Background: an optimization exercise with open tools, aiming at small area and a short achievable clock period. Do not read the settings as production practice.
The RTL was checked by simulation tests, not by an equivalence proof against the original design.
Power figures rest on the tool's default switching activity, not on a simulated workload.

Setup of north:
==> flow/design.v (excerpt) <==
module gshare_predictor #(
    parameter int unsigned HIST_W = bp_pkg::HIST_W_DEF,
    parameter int unsigned PC_W   = bp_pkg::PC_W_DEF
) (
    input  logic              clk,
    input  logic              rst_n,
    input  logic              Pred_Valid,
    input  logic [PC_W-1:0]   Pred_PC,
    output logic              Pred_Taken,
    output logic [HIST_W-1:0] Pred_Index,
    input  logic              Upd_Valid,
    input  logic [HIST_W-1:0] Upd_Index,
    input  logic              Upd_Taken,
    input  logic              Upd_Mispredict,
    output logic [15:0]       Mispred_Count
);
    localparam int unsigned DEPTH = 2 ** HIST_W;
    logic [HIST_W-1:0] spec_hist;
    logic [HIST_W-1:0] arch_hist;
    logic [DEPTH-1:0]  dir;
    logic [DEPTH-1:0]  sat;
    logic              flush;
    pht_read u_read (
        .pc    (Pred_PC[HIST_W+1:2]),
        .h     (spec_hist),
        .dir   (dir),
        .idx   (Pred_Index),
        .taken (Pred_Taken)
    );
    logic [15:0] r_n, ra, ra_n, rb_n, c_n;
    logic [DEPTH-1:0] dir_next;
    logic [DEPTH-1:0] sat_next;
    always_comb begin
        for (int k = 0; k < 16; k++) begin
            r_n[k]  = !(Upd_Valid && (Upd_Index[7:4] == 4'(k)));
            ra[k]   = !r_n[k] && Upd_Taken;
            ra_n[k] = !ra[k];
            rb_n[k] = !(!r_n[k] && !Upd_Taken);
            c_n[k]  = (Upd_Index[3:0] != 4'(k));
        end
    end
    sat_counter u_upd (
        .dir      (dir),
        .sat      (sat),
        .r_n      (r_n),
        .ra       (ra),
        .ra_n     (ra_n),
        .rb_n     (rb_n),
        .c_n      (c_n),
        .dir_next (dir_next),
        .sat_next (sat_next)
    );
    always_ff @(posedge clk or negedge rst_n) begin
        if (!rst_n) begin
            dir <= '0;
            sat <= '0;
        end else begin
            dir <= dir_next;
            sat <= sat_next;
        end
    end
    assign flush = Upd_Valid && Upd_Mispredict;
    always_ff @(posedge clk or negedge rst_n) begin
        if (!rst_n) begin
            spec_hist <= '0;
            arch_hist <= '0;
        end else begin
            if (Upd_Valid) begin
                arch_hist <= {arch_hist[HIST_W-2:0], Upd_Taken};
            end
            if (flush) begin
                spec_hist <= {arch_hist[HIST_W-2:0], Upd_Taken};
  ...
export LEC_CHECK = 0
export CAP_MARGIN = 20
export CORE_MARGIN = 2
export CORE_UTILIZATION = 75
export CTS_BUF_LIST = sky130_fd_sc_hd__clkbuf_8
export CTS_CLUSTER_DIAMETER = 60
export CTS_CLUSTER_SIZE = 12
export PLACE_DENSITY = 0.79
export SETUP_SLACK_MARGIN = 3.0
export SLEW_MARGIN = 20
create_clock -name core_clock -period 7.5 [get_ports {clk}]
standard.sh (not shown) runs the stock make flow with config.mk's settings and CLKGATE_MAP_FILE= SYNTH_SCRIPT=/design/flow/synth_recipe.tcl, a recipe that flattens the netlist after the stock synthesis.
==> flow/flow/run.sh <==
#!/bin/bash
# Layout with a hand-mapped PHT read path and PHT next-state logic:
#  1. the standard synthesis, with modules pht_read and sat_counter left
#     as black boxes;
#  2. the black boxes filled with flow/pht_read.v (sky130 cells, generated by
#     gen/gen_read.py) and the output of flow/gen_upd.py (sky130 cells), and
#     the netlist flattened as the standard synthesis does;
#  3. the standard layout of that netlist, with buf_2 port buffers
#     and no CTS dummy loads.
set -euo pipefail
W=$PWD
LIB=$FLOW_HOME/platforms/$FLOW_PLATFORM/lib/sky130_fd_sc_hd__tt_025C_1v80.lib
YOSYS=$FLOW_HOME/../tools/install/yosys/bin/yosys
[[ -x $YOSYS ]] || YOSYS=$(command -v yosys)

SYNTH_BLACKBOXES="pht_read sat_counter" bash standard.sh "$W/orfs/results/$FLOW_PLATFORM/gshare_predictor/base/1_2_yosys.v" > synth.log 2>&1
cp orfs/results/$FLOW_PLATFORM/gshare_predictor/base/1_2_yosys.v synth_bb.v
python3 flow/gen_upd.py $W/sat_counter_map.v

cat > link.ys <<EOT
read_liberty -lib $LIB
read_verilog $W/synth_bb.v
read_verilog $W/flow/pht_read.v
read_verilog $W/sat_counter_map.v
hierarchy -check -top $FLOW_TOP
flatten
opt_clean -purge
check -assert
stat
write_verilog -noattr -nohex -nodec $W/linked.v
EOT
$YOSYS -s link.ys > link.log 2>&1

rm -rf orfs
export BUFFER_PORTS_ARGS="-buffer_cell sky130_fd_sc_hd__buf_2"
export CTS_ARGS="-sink_clustering_enable -repair_clock_nets -sink_clustering_size 12 -sink_clustering_max_diameter 60 -buf_list sky130_fd_sc_hd__clkbuf_8 -dont_use_dummy_load"
SYNTH_NETLIST_FILES=$W/linked.v bash standard.sh > standard.log 2>&1
Other scripts of this flow, unchanged in this note and not shown: flow/flow/gen_upd.py, flow/flow/pht_read.v
north reached the final stage; the timing, design-rule and antenna checks on its layout passed.
Setup changes, north to south
Settings: PLACE_DENSITY changed from 0.79 to 0.74; CORE_UTILIZATION changed from 75 to 70.
## What came out
- south: full flow OK, the timing, design-rule and antenna checks passed
- Of the two candidates, north has the worse final critical path time including I/O delays and setup and south the better one.
- The minimum setup slack in the final design reported for south is greater than that of north by 0.066 ns.
- On maximum resistive drop on vdd, south does better than north.
- Status: post-route total power parity (south, north)
- Compare south and north | global-route track usage on met1 higher: north
- Sort south and north by critical path depth, descending, and south comes first.
- Against north, south comes in 0.07 ns lower on endpoint arrival time on the critical path.
- Diff north -> south: layout-stage area growth over the synthesis result has increased, number of diodes has decreased, instance area at placement has remained practically unchanged.

-- afterwards: timing with drivers on the ports --
The results above use ideal ports. As a check the final layouts listed here were re-extracted and re-timed, cells and wires unchanged. Step 1: set_driving_cell puts a clkbuf_16 on clk and a buf_2 on each other input, an assumption about the parent block. Step 2 moves the port delays by t, midway between the first and last clock arrival at a register: inputs arrive t later, outputs are due t later. That takes back most of the time a late clock gives input paths. Three values: ideal, step 1, step 2; two values: the first two.
run	t, ns	setup WS [ns]	hold WS [ns]	latest minus earliest clock arrival (ns)	cell pins on the clock port's net
north	0.728	2.439 / 2.394 / 2.394	0.450 / 0.450 / 0.450	0.059 / 0.060	1
south	0.702	2.505 / 2.458 / 2.458	0.440 / 0.440 / 0.440	0.073 / 0.072	1
After both steps setup and hold are still met in every run listed. The setup slack of south, which loses most, moves by -0.047 ns with the drivers and by -0.047 ns with both steps.
